What follows belongs to an exercise in optimizing a design on an open flow for small area; a production flow would make more cautious choices. In this exercise RTL edits were held to simulation tests only and were not proved equivalent to the original. Power and IR drop assume default switching activity.

**flow/constraint.sdc**
```tcl
create_clock -name core_clock -period 5.0 [get_ports {clk}]
set_input_delay 1.0000 -clock core_clock [delete_from_list [all_inputs] [get_ports {clk}]]
set_output_delay 1.0000 -clock core_clock [all_outputs]
set_load 0.01 [all_outputs]
```
**flow/standard.sh**
```bash
#!/bin/bash
# synth_recipe.tcl (not shown) runs the flow's synth.tcl, then flattens the netlist and writes it again
# the make line also repeats each setting of config.mk as NAME=value (left out here)
make -C /OpenROAD-flow-scripts/flow DESIGN_CONFIG=/design/flow/config.mk WORK_HOME=/design/flow/orfs CLKGATE_MAP_FILE= SYNTH_SCRIPT=/design/flow/synth_recipe.tcl "${@:-finish}"
```
**flow/config.mk**
```make
export PLATFORM = sky130hd
export DESIGN_NAME = register_file
export DESIGN_NICKNAME = register_file
export VERILOG_FILES = /design/flow/design.v
export SDC_FILE = /design/flow/constraint.sdc
export NUM_CORES = 4
export LEC_CHECK = 0
export CAP_MARGIN = 0
export CELL_PAD_IN_SITES_DETAIL_PLACEMENT = 1
export CELL_PAD_IN_SITES_GLOBAL_PLACEMENT = 2
export CORE_MARGIN = 2
export CORE_UTILIZATION = 30
export PLACE_DENSITY = 0.4
export SLEW_MARGIN = 0
export SYNTH_HIERARCHICAL = 1
export SYNTH_MINIMUM_KEEP_SIZE = 0
```
**flow/flow/run.sh**
```bash
#!/bin/bash
# The standard layout (standard.sh, all steps), with two changes to how it is
# built:
#  - ports are buffered with the smallest buffer (buf_1) instead of the
#    resizer's default pick;
#  - clock tree synthesis uses clkbuf_8 leaf buffers for clusters of up to 12
#    sinks within 60 um, and inserts no dummy loads.
# make's own output goes to standard.log; each ORFS step logs under orfs/logs.
set -euo pipefail
export BUFFER_PORTS_ARGS="-buffer_cell sky130_fd_sc_hd__buf_1"
export CTS_ARGS="-sink_clustering_enable -repair_clock_nets -dont_use_dummy_load -buf_list sky130_fd_sc_hd__clkbuf_8 -sink_clustering_size 12 -sink_clustering_max_diameter 60"
bash standard.sh > standard.log 2>&1
```
**flow/design.v**
```verilog
module rf_aoi222 (
  input  logic a1, a2, b1, b2, c1, c2,
  output logic y
);
  assign y = !((a1 && a2) || (b1 && b2) || (c1 && c2));
endmodule
module rf_aoi22 (
  input  logic a1, a2, b1, b2,
  output logic y
);
  assign y = !((a1 && a2) || (b1 && b2));
endmodule
module rf_nand2 (
  input  logic a, b,
  output logic y
);
  assign y = !(a && b);
endmodule
module rf_nand4 (
  input  logic a, b, c, d,
  output logic y
);
  assign y = !(a && b && c && d);
endmodule
module rf_or3 (
  input  logic a, b, c,
  output logic y
);
  assign y = a || b || c;
endmodule
module rf_sel #(
  parameter int N = 34
) (
  input  logic [N-1:0] sel,
  input  logic [N-1:0] d,
  output logic         y
);
  localparam int NG = (N + 2) / 3;
  logic [11:0] lo;
  logic [2:0]  hi;
  for (genvar g = 0; g < 12; g++) begin : g_grp
    if (g < N / 3) begin : g_three
      rf_aoi222 u_aoi (
        .a1 (sel[3*g]),   .a2 (d[3*g]),
        .b1 (sel[3*g+1]), .b2 (d[3*g+1]),
        .c1 (sel[3*g+2]), .c2 (d[3*g+2]),
        .y  (lo[g])
      );
    end else if (g == N / 3 && N % 3 == 2) begin : g_two
      rf_aoi22 u_aoi (
        .a1 (sel[3*g]),   .a2 (d[3*g]),
        .b1 (sel[3*g+1]), .b2 (d[3*g+1]),
        .y  (lo[g])
      );
    end else if (g == N / 3 && N % 3 == 1) begin : g_one
      rf_nand2 u_nand (.a (sel[3*g]), .b (d[3*g]), .y (lo[g]));
    end else begin : g_none
      assign lo[g] = 1'b1;
    end
  end
  for (genvar h = 0; h < 3; h++) begin : g_hi
    rf_nand4 u_nand (
      .a (lo[4*h]), .b (lo[4*h+1]), .c (lo[4*h+2]), .d (lo[4*h+3]), .y (hi[h])
    );
  end
  rf_or3 u_or (.a (hi[0]), .b (hi[1]), .c (hi[2]), .y (y));
endmodule
module register_file #(
  parameter int WIDTH   = 64,
  parameter int NREGS   = 32,
  parameter int SP_INIT = 524288
) (
  input  logic                    clk,
  input  logic                    reset,
  input  logic                    wr_en,
  input  logic [4:0]              wr_addr,
  input  logic signed [WIDTH-1:0] wr_data,
  input  logic                    rd_req,
  input  logic [4:0]              rd_addr,
  input  logic [4:0]              rs_addr,
  input  logic [4:0]              rt_addr,
  output logic signed [WIDTH-1:0] rd_data,
  output logic signed [WIDTH-1:0] rs_data,
  output logic signed [WIDTH-1:0] rt_data,
  output logic                    rd_valid,
  output logic signed [WIDTH-1:0] sp_out
);
  localparam int NPORTS = 3;
  localparam int SP_IDX = NREGS - 1;
  localparam logic [WIDTH-1:0] SP_RST = WIDTH'(SP_INIT);
  logic [WIDTH-1:0] regs [NREGS];
  logic [NREGS-1:0] valid;
  logic [NREGS-1:0] wsel;
  for (genvar i = 0; i < NREGS; i++) begin : g_row
    assign wsel[i] = wr_en && wr_addr == 5'(i);
    always_ff @(posedge clk)
      if (wsel[i]) regs[i] <= wr_data;
  end
  always_ff @(posedge clk) begin
    if (reset) valid <= '0;
    else       valid <= valid | wsel;
  end
  always_ff @(posedge clk) begin
    if (reset) rd_valid <= 1'b0;
    else       rd_valid <= rd_req;
  end
  logic [NPORTS-1:0][4:0]       raddr;
  logic [NPORTS-1:0][WIDTH-1:0] rdata;
  assign raddr = {rt_addr, rs_addr, rd_addr};
  for (genvar p = 0; p < NPORTS; p++) begin : g_port
    logic             load, byp, hold, rst_hit;
    logic [NREGS-1:0] hit;
    logic [WIDTH-1:0] nxt;
    assign load    = rd_req && !reset;
    assign hold    = !rd_req && !reset;
    assign byp     = load && wr_en && wr_addr == raddr[p];
    assign rst_hit = load && !byp && raddr[p] == 5'(SP_IDX) && !valid[SP_IDX];
    always_comb
      for (int i = 0; i < NREGS; i++)
        hit[i] = load && !byp && raddr[p] == 5'(i) && valid[i];
    for (genvar b = 0; b < WIDTH; b++) begin : g_bit
      logic [NREGS-1:0] col;
      for (genvar i = 0; i < NREGS; i++) begin : g_col
        assign col[i] = regs[i][b];
      end
      if (SP_RST[b]) begin : g_rst
        rf_sel #(.N(NREGS + 3)) u_sel (
          .sel ({hit, byp, hold, rst_hit}),
          .d   ({col, wr_data[b], rdata[p][b], 1'b1}),
          .y   (nxt[b])
        );
      end else begin : g_norst
        rf_sel #(.N(NREGS + 2)) u_sel (
          .sel ({hit, byp, hold}),
          .d   ({col, wr_data[b], rdata[p][b]}),
          .y   (nxt[b])
        );
      end
    end
    always_ff @(posedge clk)
      rdata[p] <= nxt;
  end
  assign rd_data = rdata[0];
  assign rs_data = rdata[1];
  assign rt_data = rdata[2];
  assign sp_out = valid[SP_IDX] ? regs[SP_IDX] : SP_RST;
endmodule
```
==> run notes, run 1 <==
outcome finished clean; post-synthesis cell area 95200 um^2; WL final 623 mm; RSZ-0062 raised after global routing no; CP arrival 5.13 ns; CTS Root Cell clkbuf_8; sequential power share 0.624; syn avg cell area 16.4 um^2; post-synthesis sequential area ratio 0.693; switch share 0.236; largest net degree at the start of global routing 67; critical path type in -> reg; post-layout min period a little over 4 ns; initial drt markers 22500; Yosys reg bits 2273; router iterations before antenna repair 15; switching pwr 7970 uW; Hold Vio Cnt, Final 0; top cells by area, synth edfxtp_1 (65%), a222oi_1 (22%), dfxtp_1 (4.7%), nand4_1 (3.9%), or3_1 (1.3%); CTS tree yes; Yosys top cell by area edfxtp_1; H-tree levels 5; number of nets in the layout 7001; Clock power frac 0.352; CP max FO 28; Die X-Extent 567 um; Via density 7.81; Post-CTS Hold Buffers 0; Routed WL per cell 56.1 um; Netlist cell types 39; layout cells sized above 1 0.137; RePlAce Congestion 0.891; Area Overhead vs Synth 18.7%; Ports 345; Placement Setup Slack 0.0306 ns; Relative slew margins 0.0327; Final Cycle Share 0.829; TritonCTS buffer count 268; Initial Util 0.302; Core Box Area 315000 um^2; Worst Setup End Kind flip-flop; Synthesis Warnings 8; Max Fclk 241 MHz; clk sinks ~2300; Die ar. approximately 320000 um^2; global-route wire length before repair 810 mm; clock latency (worst-skew pair) 1.10 ns; Req. time, crit path between 5 and 6 ns; Final Setup Violations 0; Worst Setup Start Kind input pin; IO Port Bufs 344; grt total ovfl 0; final non-filler cell total 11100; # rows 206; post-cts sizing count 0; Antenna Nets Post-Route 0; Slew @ Worst Pin ~1.5 ns; Fin Clk Skew 0.126 ns; number of fillers in the final layout 32000; Cell Area, Placed 109000 um^2; placed cell count 10800; Clock Tree Buf Depth 4; multi-input logic area 30400 um^2; final instance area 113000 um^2; GRT Resource Usage Total 0.371; vias in the first global route 84800; top-area cell type share of the netlist area 0.646; Die Ht between 500 and 600 um; pwr/cell area 299 nW/um^2; Reg area 66000 um^2; setup ws final 0.855 ns; # DRC 0; DR vias 86700; Max rail drop VDD 194 uV; Post-Syn Instances approximately 5800; Detail Placement HPWL roughly 380 mm; clock-pin transition on the worst setup and hold timing paths approximately 0.070 ns; initial antenna violation count between 50 and 60; Cell Int Power 25800 uW; Logic pwr share 0.025; Max-cap violations 0; hold crit path type in -> reg; Post CTS Setup Buffer Count 0; leakage power 0.0340 uW; Final Max Slew Viols 0
[synth_stat cells (all sizes together)]
cell type / n
nor4b: 13
and4: 1
nand4b: 8
dfxtp: 225
clkbuf: 28
nor3b: 5
buf: 16
or2: 3
edfxtp: 2048
nor4: 31
xnor2: 11
or4b: 1
nand4bb: 3
xor2: 4
or4: 1
nor2b: 4
a222oi: 2112
and4b: 13
or3: 193
and2: 64
inv: 1
nand2: 250
nor3: 30
nand3: 12
nor2: 128
nand3b: 1
nand2b: 16
nand4: 588
nor4bb: 1
a22oi: 3
conb: 1
[power groups by stage]
stage          clock (uW)  sequential, uW  combinational (uW)
2_1_floorplan           0           21400                 188
3_3_place_gp            0           21500                 813
3_5_place_dp            0           21500                 824
4_1_cts             12100           21100                 823
5_1_grt             12600           21100                 865
6_report            11900           21100                 840
[metrics by stage]
stage | total power [uW] | setup TNS, ns | utilization | hold WS [ns]
after CTS | 34000 | 0 | 0.358 | 0.249
final | 33800 | 0 | 0.359 | 0.340
after detailed placement | 22300 | 0 | 0.347 | 0.522
after global placement | 22300 | 0 | 0.347 | 0.506
after floorplan | 21600 | -23.44 | - | 0.472
after global routing | 34500 | 0 | 0.358 | 0.314
[critical path: stages]
cell and delay (ns):
clkbuf_4 0.13, nand2b_1 0.40, inv_6 0.21, nand2_1 0.09, nor3_1 0.80, and4b_4 1.31, buf_4 0.54, a222oi_1 0.15
nand4_1 0.29, or3_1 0.15
[layout make-up]
cell class | count | share of cell area
flip-flops and latches | 2273 | 0.584
multi-input cells | 3499 | 0.268
repair buffers | 870 | 0.0686
well taps | 4160 | 0.0460
clock buffers | 268 | 0.0326
diodes | 31 | 0.000686
inverters | 1 | 0.0000774
[routing by layer]
metal / GRT usage / share of wire / vias to the layer above
met4: 0.221 / 0.065 / 16
met1: 0.471 / 0.38 / 45900
li1: - / - / 31800
met2: 0.586 / 0.45 / 7257
met5: 0 / 0.00016 / -
met3: 0.0752 / 0.11 / 1695
[sequential cells by signal, indices dropped and copies added (netlist names)]
signal / cells
rdata: 192
rd_valid: 1
regs: 2048
valid: 32
[cells in the final DEF, fill, tap and decap left out, drive strengths merged, types with 3 or more instances in the layout]
cell and n:
or3 193, and2 64, nand3 12, or2 3
dfxtp 225, a222oi 2112, edfxtp 2048, nand4 588
and4b 13, buf 860, nor3 30, nor3b 5
nor4 31, nor2b 4, diode 31, nand4bb 3
nor4b 13, nand4b 8, conb 3, nand2b 16
clkbuf 278, xnor2 11, nand2 250, a22oi 3
nor2 128, xor2 4
[final timing paths]
| path | from | slack (ns) | to | cells after the start |
|---|---|---|---|---|
| worst min-delay path | wr_data[6] | 0.34 | regs[31][6] | 1 |
| worst max register to register | valid[10] | 1.87 | rdata[83] | 8 |
| worst max-delay path | reset | 0.86 | rdata[63] | 10 |
| worst min register to register | valid[21] | 0.54 | valid[21] | 2 |
[modules after synthesis, one instance, submodules excluded, a selection]
module,cells,cell area (um^2),flops+latches,copies in the design
register_file,2743,68600,2273,1
rf_aoi22,1,12.5,0,3
rf_aoi222,1,10.0,0,2112
rf_nand2,1,3.75,0,189
rf_nand4,1,6.26,0,576
rf_or3,1,6.26,0,192
[logic make-up (layout without fill, tap and decap cells)]
group / count (synthesis) / after routing / share of synthesized area
compound gates: 2115 / 2115 / 0.222
buf+inv: 45 / 1139 / 0.00221
flops: 2273 / 2273 / 0.693
xor+xnor: 15 / 15 / 0.00138
other cells: 1 / 34 / 0.0000394
simple gates: 1366 / 1366 / 0.0811
==> run 2: changes to the inputs <==
--- a/flow/config.mk
+++ b/flow/config.mk
@@ -11,4 +11,4 @@
 export CORE_MARGIN = 2
-export CORE_UTILIZATION = 30
-export PLACE_DENSITY = 0.4
+export CORE_UTILIZATION = 38
+export PLACE_DENSITY = 0.5
 export SLEW_MARGIN = 0
==> run 2 against run 1 <==
  * The layout now fails its checks (capacitance limit, slew limit)
  * Synthesized area stayed put
  * Critical endpoint is now rdata[14]
  * Global-route usage grew 6.2 points
  * Largest cell class unchanged
  * Largest power group unchanged
  * Clock skew decreased by 0.044 ns
==> run notes, run 2 <==
Largest Register regs (unchanged); Hold Vio Cnt, Final 0 (unchanged); Max rail drop VDD 221 uV (was 194 uV); Clock Tree Buf Depth 3 (was 4); router iterations before antenna repair 14 (was 15); top cells by area, synth edfxtp_1 (65%), a222oi_1 (22%), dfxtp_1 (4.7%), nand4_1 (3.9%), or3_1 (1.3%) (unchanged); number of fillers in the final layout 24200 (was 32000); Total Power 32500 uW (was 33800 uW); sequential power share 0.648 (was 0.624); initial antenna violation count 46 (was 57); most common cell after layout, fill and taps aside a222oi_1 (unchanged); switch share 0.230 (was 0.236); Slew @ Worst Pin 1.54 ns (was 1.45 ns); hold crit path type in -> reg (unchanged); async set-reset flop share out of synthesis 0 (unchanged); Reg2Reg Depth 6 (was 8); Yosys top cell by area edfxtp_1 (unchanged); Routed WL per cell 56.3 um (was 56.1 um); top-area cell type share of the netlist area 0.646 (unchanged); pwr/cell area 293 nW/um^2 (was 299 nW/um^2); Largest register FFs 2048 (unchanged); Final Setup Violations 0 (unchanged); number of nets in the layout 6940 (was 7001); critical path type in -> reg (unchanged); post-layout min period 4.03 ns (was 4.14 ns); Detail Placement HPWL 341 mm (was 378 mm); post-synthesis sequential area ratio 0.693 (unchanged); global-route wire length before repair 758 mm (was 810 mm); worst hold path startpoint wr_data[48] (was wr_data[6]); WL final 575 mm (was 623 mm); Post CTS Setup Buffer Count 0 (unchanged); initial drt markers 25200 (was 22500); vias in the first global route 85100 (was 84800); Die ar. 255000 um^2 (was 322000 um^2); layout cells sized above 1 0.129 (was 0.137); Yosys reg bits 2273 (unchanged); switching pwr 7490 uW (was 7970 uW); Die X-Extent 505 um (was 567 um); grt total ovfl 0 (unchanged); # DRC 0 (unchanged); Worst Setup Start Kind input pin (unchanged); Max-cap violations 4 (was 0); Post-Syn Instances 5815 (unchanged); top flop regs regs: 2048 flops, rdata: 192 flops, valid: 32 flops (unchanged); clock latency (worst-skew pair) 1.04 ns (was 1.10 ns); synth cell count leaders a222oi_1 (2112), edfxtp_1 (2048), nand4_1 (588), nand2_1 (249), dfxtp_1 (225) (unchanged); Die Ht 505 um (was 567 um); IO Port Bufs 344 (unchanged); DR vias 87900 (was 86700); Post-synth EDFFs 2048 (unchanged); post-cts sizing count 0 (unchanged); GRT Resource Usage Total 0.433 (was 0.371); Final Cycle Share 0.806 (was 0.829); CTS tree yes (unchanged); Max Fclk 248 MHz (was 241 MHz); end point of the worst hold path regs[0][48] (was regs[31][6]); Final Util 0.446 (was 0.359); clk sinks 2273 (unchanged); Initial Util 0.383 (was 0.302); Clock power frac 0.327 (was 0.352); Area Overhead vs Synth 16.6% (was 18.7%); CP max FO 22 (was 28); Via density 8.61 (was 7.81); Relative slew margins -0.0269 (was 0.0327); Post-CTS Hold Buffers 0 (unchanged); RePlAce Congestion 0.917 (was 0.891); # rows 183 (was 206); Synthesis Warnings 8 (unchanged); R2R Setup Slk 1.62 ns (was 1.87 ns); Critical R2R Launch valid[27] (was valid[10]); RSZ-0062 raised after global routing no (unchanged); most common cell in the netlist a222oi_1 (unchanged); Antenna Nets Post-Route 0 (unchanged); FF-to-FF End rdata[5] (was rdata[83]); Logic pwr share 0.025 (about the same); clock-pin transition on the worst setup and hold timing paths 0.09 ns (was 0.07 ns); Netlist cell types 39 (unchanged); Ports 345 (unchanged); largest net degree at the start of global routing 70 (was 67); Core Box Area 249000 um^2 (was 315000 um^2); TNS Setup 0 ns (unchanged); Worst Setup End Kind flip-flop (unchanged); Fin Clk Skew 0.0828 ns (was 0.126 ns); leakage power 0.0335 uW (was 0.0340 uW); syn avg cell area 16.4 um^2 (unchanged); post-synthesis cell area 95200 um^2 (unchanged); most frequent cells in the layout a222oi_1 (2112), edfxtp_1 (2048), nand4_1 (588) (unchanged); outcome finished with violations (was finished clean); Final Max Slew Viols 49 (was 0); Synth Flop Type edfxtp_1 (unchanged); TritonCTS buffer count 226 (was 268); CP arrival 4.91 ns (was 5.13 ns); H-tree levels 4 (was 5); CTS Root Cell clkbuf_8 (unchanged); Req. time, crit path 5.89 ns (was 5.98 ns); Layout Check Fail Reasons capacitance limit, slew limit; hold path depth 1 (unchanged); Cell Int Power 25000 uW (was 25800 uW)
run 2: cell counts after synthesis:
No cell type changed its count.
run 2: worst max path at each step:
stage          startpoint          to  slack (ns)
3_3_place_gp       rd_req   rdata[27]        0.30
4_1_cts         valid[31]   sp_out[8]        1.17
5_1_grt            rd_req   rdata[14]        0.93
3_5_place_dp       rd_req   rdata[27]        0.29
2_1_floorplan  wr_addr[4]  regs[0][0]       -0.09
6_report           rd_req   rdata[14]        0.97
run 2: cells by family after synthesis:
| family | Yosys count | synth area share |
|---|---|---|
| AO/OA/AOI/OAI | 2115 | 0.222 |
| XOR/XNOR | 15 | 0.00138 |
| buffers and inverters | 45 | 0.00221 |
| flip-flops | 2273 | 0.693 |
| other | 1 | 0.0000394 |
| AND/OR/NAND/NOR | 1366 | 0.0811 |
run 2: critical path, cell delays in order:
cell and delay, ns:
buf_1 0.30, nand2b_1 0.21, inv_6 0.15, nand2_4 0.09
nor4_4 0.34, buf_12 0.25, buf_4 0.24, and4b_4 0.46
buf_12 0.29, a222oi_1 0.39, nand4_1 0.60, or3_1 0.55
run 2: power groups by stage:
stage | clock, uW | combinational [uW] | sequential [uW]
after detailed placement | 0 | 796 | 21500
after global placement | 0 | 779 | 21500
after floorplan | 0 | 188 | 21400
final | 10600 | 824 | 21100
after CTS | 10600 | 796 | 21100
after global routing | 11300 | 841 | 21100
run 2: metal layers:
layer,GRT usage,up-vias,part of all wire
met5,0,-,0.00025
met4,0.298,22,0.083
met3,0.119,2276,0.14
met2,0.649,8911,0.43
met1,0.544,45000,0.35
li1,-,31700,-
run 2: area by class of cell:
type / instances / area [um^2] / area share
Sequential cell: 2273 / 66000 / 0.594
Multi-Input combinational cell: 3499 / 30400 / 0.273
Timing Repair Buffer: 851 / 7330 / 0.0660
Tap cell: 3330 / 4170 / 0.0375
Clock buffer: 226 / 3110 / 0.0280
Antenna cell: 33 / 82.6 / 0.000744
Inverter: 1 / 8.76 / 0.0000789
run 2: through the flow:
stage / setup slack (ns) / std cells / cell area [um^2] / hold WS, ns
global route: 0.930 / 10200 / 111000 / 0.295
floorplan: -0.0915 / 5817 / 96000 / 0.472
finish: 0.971 / 10200 / 111000 / 0.337
CTS: 1.17 / 10200 / 111000 / 0.258
global placement: 0.295 / 9954 / 108000 / 0.505
detailed placement: 0.288 / 9954 / 108000 / 0.510
run 2: Yosys stat by module (local to each module, per instance), excerpt:
module         cell area (um^2)  copies in the design
rf_aoi22                   12.5                     3
rf_aoi222                  10.0                  2112
rf_nand2                   3.75                   189
rf_nand4                   6.26                   576
register_file             68600                     1
rf_or3                     6.26                   192
==> run 3: changes to the inputs <==
--- a/flow/config.mk
+++ b/flow/config.mk
@@ -7,3 +7,3 @@
 export LEC_CHECK = 0
-export CAP_MARGIN = 0
+export CAP_MARGIN = 20
 export CELL_PAD_IN_SITES_DETAIL_PLACEMENT = 1
@@ -13,3 +13,3 @@
 export PLACE_DENSITY = 0.5
-export SLEW_MARGIN = 0
+export SLEW_MARGIN = 20
 export SYNTH_HIERARCHICAL = 1
==> run 3 against run 2 <==
  * Clock skew is 0.047 ns higher
  * Worst hold slack got worse by 0.0037 ns
  * Now clean on timing, DRC and antenna
  * Largest cell class unchanged
  * Critical endpoint unchanged
  * First-iteration DRC count decreased by 0.77%
==> run notes, run 3 <==
outcome finished clean (was finished with violations); simple-gate share of the synthesized area 0.0811 (unchanged); Fin Clk Skew 0.130 ns (was 0.0828 ns); syn avg cell area 16.4 um^2 (unchanged); most frequent cells in the layout a222oi_1 (2112), edfxtp_1 (2048), nand4_1 (588) (unchanged); Slowest cell on crit path nand4_1 (unchanged); number of nets in the layout 6946 (was 6940); Area Overhead vs Synth 16.7% (was 16.6%); Via density 8.61 (about the same); # rows 183 (unchanged); Worst Setup End Kind flip-flop (unchanged); CTS Root Cell clkbuf_8 (unchanged); clock latency (worst-skew pair) 1.05 ns (was 1.04 ns); pwr/cell area 292 nW/um^2 (was 293 nW/um^2); Final Cycle Share 0.806 (about the same); Slew @ Worst Pin 1.27 ns (was 1.54 ns); initial antenna violation count 57 (was 46); Synth Area in Adders 0 (unchanged); critical path type in -> reg (unchanged); top flop regs regs: 2048 flops, rdata: 192 flops, valid: 32 flops (unchanged); Logic pwr share 0.025 (about the same); Yosys top cell by area edfxtp_1 (unchanged); ordered list of cells on the worst path buf_1 -> nand2b_1 -> inv_6 -> nand2_4 -> nor4_4 -> buf_12 -> buf_4 -> and4b_4 -> buf_12 -> a222oi_1 -> nand4_1 -> or3_1 (unchanged); clk sinks 2273 (unchanged); DR vias 87900 (about the same); TritonCTS buffer count 224 (was 226); top-area cell type share of the netlist area 0.646 (unchanged); Clock Tree Buf Depth 3 (unchanged); CP max FO 22 (unchanged); Initial Util 0.383 (unchanged); Final Max Slew Viols 0 (was 49); Max-cap violations 0 (was 4); Die Ht 505 um (unchanged); TNS Setup 0 ns (unchanged); IO Port Bufs 344 (unchanged); Detail Placement HPWL 341 mm (about the same); H-tree levels 4 (unchanged); initial drt markers 25000 (was 25200); crit-path leading delay family simple AND/OR/NAND/NOR gates (unchanged); RePlAce Congestion 0.917 (unchanged); most common cell after layout, fill and taps aside a222oi_1 (unchanged); switch share 0.229 (was 0.230); Post-CTS Hold Buffers 0 (unchanged); Ports 345 (unchanged); Post-synth EDFFs 2048 (unchanged); Post-Syn Instances 5815 (unchanged); most common cell in the netlist a222oi_1 (unchanged); Yosys reg bits 2273 (unchanged); mux share of post-synthesis cell area 0 (unchanged); Worst Path Buf+Inv 5 (unchanged); Antenna Nets Post-Route 0 (unchanged); hold crit path type in -> reg (unchanged); Synthesis Warnings 8 (unchanged); post-synthesis sequential area ratio 0.693 (unchanged); Cell Int Power 25000 uW (about the same); global-route wire length before repair 755 mm (was 758 mm); Largest Register regs (unchanged); vias in the first global route 85000 (was 85100); CTS tree yes (unchanged); switching pwr 7440 uW (was 7490 uW); grt total ovfl 0 (unchanged); Crit path largest cell delay 0.61 ns (was 0.60 ns); Hold Vio Cnt, Final 0 (unchanged); Synth Flop Type edfxtp_1 (unchanged); Final Setup Violations 0 (unchanged); Max rail drop VDD 234 uV (was 221 uV); Post CTS Setup Buffer Count 0 (unchanged); post-cts sizing count 0 (unchanged); clock-pin transition on the worst setup and hold timing paths 0.08 ns (was 0.09 ns); router iterations before antenna repair 17 (was 14); leakage power 0.0336 uW (was 0.0335 uW); complex-gate fraction of the synthesized area 0.222 (unchanged); synth cell count leaders a222oi_1 (2112), edfxtp_1 (2048), nand4_1 (588), nand2_1 (249), dfxtp_1 (225) (unchanged); post-layout min period 4.03 ns (about the same); post-synthesis cell area 95200 um^2 (unchanged); layout cells sized above 1 0.130 (was 0.129); Max Fclk 248 MHz (about the same); async set-reset flop share out of synthesis 0 (unchanged); most frequent cell on the critical path buf_12 (unchanged); Die X-Extent 505 um (unchanged); largest net degree at the start of global routing 70 (unchanged); RSZ-0062 raised after global routing no (unchanged); GRT Resource Usage Total 0.432 (was 0.433); Core Box Area 249000 um^2 (unchanged); WL final 573 mm (was 575 mm); CP arrival 4.93 ns (was 4.91 ns); Relative slew margins 0.150 (was -0.0269); Largest register FFs 2048 (unchanged); top cells by area, synth edfxtp_1 (65%), a222oi_1 (22%), dfxtp_1 (4.7%), nand4_1 (3.9%), or3_1 (1.3%) (unchanged); Netlist cell types 39 (unchanged); Die ar. 255000 um^2 (unchanged); Total Power 32400 uW (was 32500 uW); Clock power frac 0.325 (was 0.327); Worst Setup Start Kind input pin (unchanged); Routed WL per cell 56.1 um (was 56.3 um); main combinational cell family by area after synthesis compound AO/OA/AOI/OAI gates (unchanged); # DRC 0 (unchanged); Req. time, crit path 5.90 ns (was 5.89 ns); sequential power share 0.650 (was 0.648); Synth Area in XOR/XNOR 0.00138 (unchanged)
run 3: cell types whose count changed in the layout (fill, tap and decap cells not counted):
cell / before / now
buf_12: 177 / 181
buf_16: 0 / 1
buf_4: 330 / 331
buf_6: 0 / 1
buf_8: 0 / 1
clkbuf_8: 226 / 224
diode_2: 33 / 30
nand2b_1: 16 / 15
nand2b_2: 0 / 1
run 3: Yosys stat by module, one instance, submodules excluded, a selection:
module,flip-flops and latches,copies in the design,cells inside,cell area (um^2)
register_file,2273,1,2743,68600
rf_aoi22,0,3,1,12.5
rf_aoi222,0,2112,1,10.0
rf_nand4,0,576,1,6.26
rf_or3,0,192,1,6.26
rf_nand2,0,189,1,3.75
run 3: path summary, 6_finish.rpt:
| kind | start | to | slack (ns) | cells after the start |
|---|---|---|---|---|
| max | rd_req | rdata[14] | 0.97 | 12 |
| min | wr_data[48] | regs[0][48] | 0.33 | 1 |
| max reg2reg | valid[7] | rdata[14] | 2.05 | 5 |
| min reg2reg | valid[28] | valid[28] | 0.53 | 2 |
run 3: metrics by stage:
stage | hold slack [ns] | instance area, um^2 | util | instances | setup slack [ns]
2_1_floorplan | 0.472 | 96000 | - | 5817 | -0.0915
4_1_cts | 0.229 | 111000 | 0.446 | 10200 | 1.16
3_5_place_dp | 0.507 | 108000 | 0.434 | 9962 | 0.282
5_1_grt | 0.302 | 111000 | 0.446 | 10200 | 0.958
6_report | 0.334 | 111000 | 0.447 | 10200 | 0.970
3_3_place_gp | 0.505 | 108000 | 0.433 | 9954 | 0.295
run 3: routing by layer:
layer	track usage	wire, um	part of all wire
met1	0.547	200000	0.35
met2	0.642	246000	0.43
met3	0.117	78800	0.14
met4	0.301	47400	0.083
met5	0	222	0.00039
run 3: final cells by class:
type / count / area (um^2)
Clock buffer: 224 / 3080
Sequential cell: 2273 / 66000
Antenna cell: 30 / 75.1
Inverter: 1 / 8.76
Fill cell: 24300 / 138000
Multi-Input combinational cell: 3499 / 30400
Timing Repair Buffer: 859 / 7470
Tap cell: 3330 / 4170
run 3: power by group through the flow:
stage | Sequential [uW] | Clock (uW) | Combinational [uW]
2_1_floorplan | 21400 | 0 | 188
3_3_place_gp | 21500 | 0 | 779
3_5_place_dp | 21500 | 0 | 797
4_1_cts | 21100 | 10600 | 797
5_1_grt | 21100 | 11200 | 844
6_report | 21100 | 10500 | 826
run 3: cells by family after synthesis:
family | after synthesis
flip-flops | 2273
AO/OA/AOI/OAI | 2115
AND/OR/NAND/NOR | 1366
buffers and inverters | 45
XOR/XNOR | 15
other | 1
==> run 4: changes to the inputs <==
==> flow/flow/run.sh (replaced) <==
#!/bin/bash
# The standard layout (standard.sh, all steps), with three changes to how it
# is built:
#  - ports are buffered with the smallest buffer (buf_1) instead of the
#    resizer's default pick;
#  - clock tree synthesis uses clkbuf_8 leaf buffers for clusters of up to
#    12 sinks within 60 um, and inserts no dummy loads;
#  - after global routing, gates off the critical paths are downsized
#    (ORFS's RECOVER_POWER step over all paths).
# make's own output goes to standard.log; each ORFS step logs under orfs/logs.
set -euo pipefail
export BUFFER_PORTS_ARGS="-buffer_cell sky130_fd_sc_hd__buf_1"
export CTS_ARGS="-sink_clustering_enable -repair_clock_nets -dont_use_dummy_load -buf_list sky130_fd_sc_hd__clkbuf_8 -sink_clustering_size 12 -sink_clustering_max_diameter 60"
export RECOVER_POWER=100
bash standard.sh > standard.log 2>&1
--- a/flow/config.mk
+++ b/flow/config.mk
@@ -7,3 +7,3 @@
 export LEC_CHECK = 0
-export CAP_MARGIN = 20
+export CAP_MARGIN = 0
 export CELL_PAD_IN_SITES_DETAIL_PLACEMENT = 1
@@ -11,5 +11,5 @@
 export CORE_MARGIN = 2
-export CORE_UTILIZATION = 38
-export PLACE_DENSITY = 0.5
-export SLEW_MARGIN = 20
+export CORE_UTILIZATION = 30
+export PLACE_DENSITY = 0.4
+export SLEW_MARGIN = 0
 export SYNTH_HIERARCHICAL = 1
==> run 4 against run 3 <==
  * Die area rose by 26%
  * Register-to-register slack got worse by 0.44 ns
  * Now fails the layout checks on capacitance limit, slew limit
  * Combinational power down 4.5%
  * First-iteration DRC count shrank 11%
  * Synthesized area is the same
  * Worst hold slack worse by 0.0077 ns
  * Clock-buffer cell count increased by 44
  * Cell area increased by 0.50%
  * Non-clock buffer count rose by 11
==> run notes, run 4 <==
outcome finished with violations (was finished clean); Layout Check Fail Reasons capacitance limit, slew limit; Routed WL per cell 56.2 um (was 56.1 um); most frequent cells in the layout a222oi_1 (2112), edfxtp_1 (2048), nand4_1 (588) (unchanged); Max rail drop VDD 196 uV (was 234 uV); Clock power frac 0.351 (was 0.325); highest-power group sequential cells (unchanged); Total Power 33700 uW (was 32400 uW); Power Clock 11900 uW (was 10500 uW); H-tree levels 5 (was 4); Crit path largest cell delay 1.74 ns (was 0.61 ns); Cell Int Power 25800 uW (was 25000 uW); Post-CTS Hold Buffers 0 (unchanged); post-synthesis cell area 95200 um^2 (unchanged); Ports 345 (unchanged); hold crit path type in -> reg (unchanged); Placement Setup Slack 0.0306 ns (was 0.282 ns); Final Cycle Share 0.918 (was 0.806); most common cell after layout, fill and taps aside a222oi_1 (unchanged); Cell Area, Placed 109000 um^2 (was 108000 um^2); Logic pwr share 0.023 (was 0.025); Core Box Area 315000 um^2 (was 249000 um^2); clock-pin transition on the worst setup and hold timing paths 0.06 ns (was 0.08 ns); sequential power 21100 uW (about the same); Crit path depth 5 (was 12); Via density 7.82 (was 8.61); TritonCTS buffer count 268 (was 224); Die X-Extent 567 um (was 505 um); FF-to-FF End rdata[109] (was rdata[14]); number of nets in the layout 7001 (was 6946); vias in the first global route 84800 (was 85000); layout cells sized above 1 0.114 (was 0.130); Critical R2R Launch valid[31] (was valid[7]); most frequent cell on the critical path clkbuf_1 (was buf_12); R2R Setup Slk 1.61 ns (was 2.05 ns); largest net degree at the start of global routing 67 (was 70); Final Setup Violations 0 (unchanged); setup ws final 0.409 ns (was 0.970 ns); Synthesis Warnings 8 (unchanged); CTS tree yes (unchanged); Area Overhead vs Synth 17.3% (was 16.7%); Initial Util 0.302 (was 0.383); end point of the worst hold path regs[31][6] (was regs[0][48]); Clock Tree Buf Depth 4 (was 3); post-layout min period 4.59 ns (was 4.03 ns); syn avg cell area 16.4 um^2 (unchanged); Post-synth EDFFs 2048 (unchanged); top-area cell type share of the netlist area 0.646 (unchanged); initial antenna violation count 58 (was 57); leakage power 0.0334 uW (was 0.0336 uW); Hold Vio Cnt, Final 0 (unchanged); post-synthesis sequential area ratio 0.693 (unchanged); Detail Placement HPWL 378 mm (was 341 mm); pwr/cell area 302 nW/um^2 (was 292 nW/um^2); Netlist cell types 39 (unchanged); Setup crit end regs[30][50] (was rdata[14]); Synth Flop Type edfxtp_1 (unchanged); Reg2Reg Depth 7 (was 5); CP arrival 5.23 ns (was 4.93 ns); hold_ws 0.326 ns (was 0.334 ns); worst hold path startpoint wr_data[6] (was wr_data[48]); top flop regs regs: 2048 flops, rdata: 192 flops, valid: 32 flops (unchanged); Largest Register regs (unchanged); Max Fclk 218 MHz (was 248 MHz); synth cell count leaders a222oi_1 (2112), edfxtp_1 (2048), nand4_1 (588), nand2_1 (249), dfxtp_1 (225) (unchanged); crit-path leading delay family simple AND/OR/NAND/NOR gates (unchanged); Post CTS Setup Buffer Count 0 (unchanged); RSZ-0062 raised after global routing no (unchanged); Worst Path Buf+Inv 3 (was 5); Final Max Slew Viols 3505 (was 0); Relative slew margins -1.54 (was 0.150); clock latency (worst-skew pair) 1.10 ns (was 1.05 ns); Post-Syn Instances 5815 (unchanged); CTS Root Cell clkbuf_8 (unchanged); switching pwr 7940 uW (was 7440 uW); IO Port Bufs 344 (unchanged); clk sinks 2273 (unchanged); # DRC 0 (unchanged); Antenna Nets Post-Route 0 (unchanged); number of fillers in the final layout 32200 (was 24300); switch share 0.235 (was 0.229); initial drt markers 22300 (was 25000); top cells by area, synth edfxtp_1 (65%), a222oi_1 (22%), dfxtp_1 (4.7%), nand4_1 (3.9%), or3_1 (1.3%) (unchanged); most common cell in the netlist a222oi_1 (unchanged); Yosys top cell by area edfxtp_1 (unchanged); Crit. Startpoint wr_en (was rd_req); sequential power share 0.625 (was 0.650); RePlAce Congestion 0.891 (was 0.917); Die Ht 567 um (was 505 um); global-route wire length before repair 810 mm (was 755 mm); critical path type in -> reg (unchanged); final instance area 112000 um^2 (was 111000 um^2); Worst Setup End Kind flip-flop (unchanged); Req. time, crit path 5.64 ns (was 5.90 ns); Slew @ Worst Pin 3.82 ns (was 1.27 ns); # rows 206 (was 183); WL final 624 mm (was 573 mm); DR vias 86900 (was 87900); GRT Resource Usage Total 0.371 (was 0.432); Slowest cell on crit path nor2_1 (was nand4_1); Fin Clk Skew 0.120 ns (was 0.130 ns); Yosys reg bits 2273 (unchanged); post-cts sizing count 0 (unchanged); Worst Setup Start Kind input pin (unchanged); ordered list of cells on the worst path clkbuf_1 -> clkbuf_1 -> nand4_1 -> nor2_1 -> clkbuf_2 (was buf_1 -> nand2b_1 -> inv_6 -> nand2_4 -> nor4_4 -> buf_12 -> buf_4 -> and4b_4 -> buf_12 -> a222oi_1 -> nand4_1 -> or3_1); async set-reset flop share out of synthesis 0 (unchanged); CP max FO 28 (was 22); Die ar. 322000 um^2 (was 255000 um^2); grt total ovfl 0 (unchanged); Largest register FFs 2048 (unchanged); router iterations before antenna repair 15 (was 17); hold path depth 1 (unchanged); Max-cap violations 109 (was 0); combinational power 789 uW (was 826 uW)
==> run 4: logic make-up after synthesis <==
logic type,Yosys count,share of synthesized area
flops,2273,0.693
compound gates,2115,0.222
simple gates,1366,0.0811
buf+inv,45,0.00221
xor+xnor,15,0.00138
other cells,1,0.0000394
==> run 4: area by class of cell <==
type                       instances  area [um^2]  share of cell area
multi-input combinational       3499        30100               0.269
inverter                           1         5.00           0.0000448
sequential                      2273        66000               0.591
timing repair buffer             870         6630              0.0594
clock buffer                     268         3690              0.0330
antenna                           32         80.1            0.000717
tap                             4160         5200              0.0466
==> run 4: worst max-delay path by stage <==
stage / endpoint / slack (ns) / depth (start not counted)
global placement: rdata[42] / 0.05 / 10
detailed placement: rdata[42] / 0.03 / 10
floorplan: regs[0][0] / -0.09 / 3
CTS: sp_out[43] / 1.12 / 3
==> run 4: stage by stage <==
| step | TNS [ns] | std cells | utilization |
|---|---|---|---|
| floorplan | -23.44 | 5817 | - |
| global route | 0 | 11100 | 0.354 |
| global placement | 0 | 10800 | 0.347 |
| detailed placement | 0 | 10800 | 0.347 |
| CTS | 0 | 11100 | 0.358 |
| finish | 0 | 11100 | 0.354 |
==> run 4: routing by layer <==
metal | up-vias | routed length [um] | track usage
met1 | 45900 | 234000 | 0.471
met5 | - | 119 | 0
met3 | 1737 | 66200 | 0.0752
li1 | 31800 | - | -
met4 | 18 | 41800 | 0.221
met2 | 7387 | 281000 | 0.586
==> run 4: Yosys stat by module, one instance, submodules excluded, excerpt <==
module,area (um^2),times used
rf_or3,6.26,192
rf_aoi222,10.0,2112
rf_nand2,3.75,189
rf_aoi22,12.5,3
register_file,68600,1
rf_nand4,6.26,576
==> run 4: power by group through the flow <==
| stage | Clock [uW] | Combinational [uW] | Sequential [uW] |
|---|---|---|---|
| after floorplan | 0 | 188 | 21400 |
| after global placement | 0 | 813 | 21500 |
| after detailed placement | 0 | 824 | 21500 |
| after CTS | 12100 | 823 | 21100 |

[separate check: timing with driven ports]
The results above use ideal ports. As a check the final layouts listed here were re-extracted and re-timed, cells and wires unchanged.
Step 1, drivers: a clkbuf_16 drives clk and a buf_2 each remaining input, both assumed.
Step 2, shift: input delay + t, output delay - t, t = (earliest + latest rising clock arrival at the registers) / 2. This alone moves slack from input paths to output paths.
Three values: ideal, step 1, step 2; two values: the first two.
| run | shift t [ns] | setup slack, ns | hold WS [ns] | worst register clock-pin slew, ns |
|---|---|---|---|---|
| run 1 | 1.147 | 0.855 / 0.941 / -0.206 | 0.340 / 0.266 / 0.540 | 0.10 / 0.10 |
| run 2 | 1.103 | 0.971 / 1.048 / -0.055 | 0.337 / 0.258 / 0.529 | 0.10 / 0.10 |
| run 3 | 1.099 | 0.970 / 1.054 / -0.045 | 0.334 / 0.247 / 0.529 | 0.09 / 0.09 |
| run 4 | 1.151 | 0.409 / 0.471 / -0.679 | 0.326 / 0.248 / 0.527 | 0.10 / 0.10 |
For run 4, which loses most, drivers alone change the setup slack by +0.062 ns; drivers and shift together by -1.088 ns.
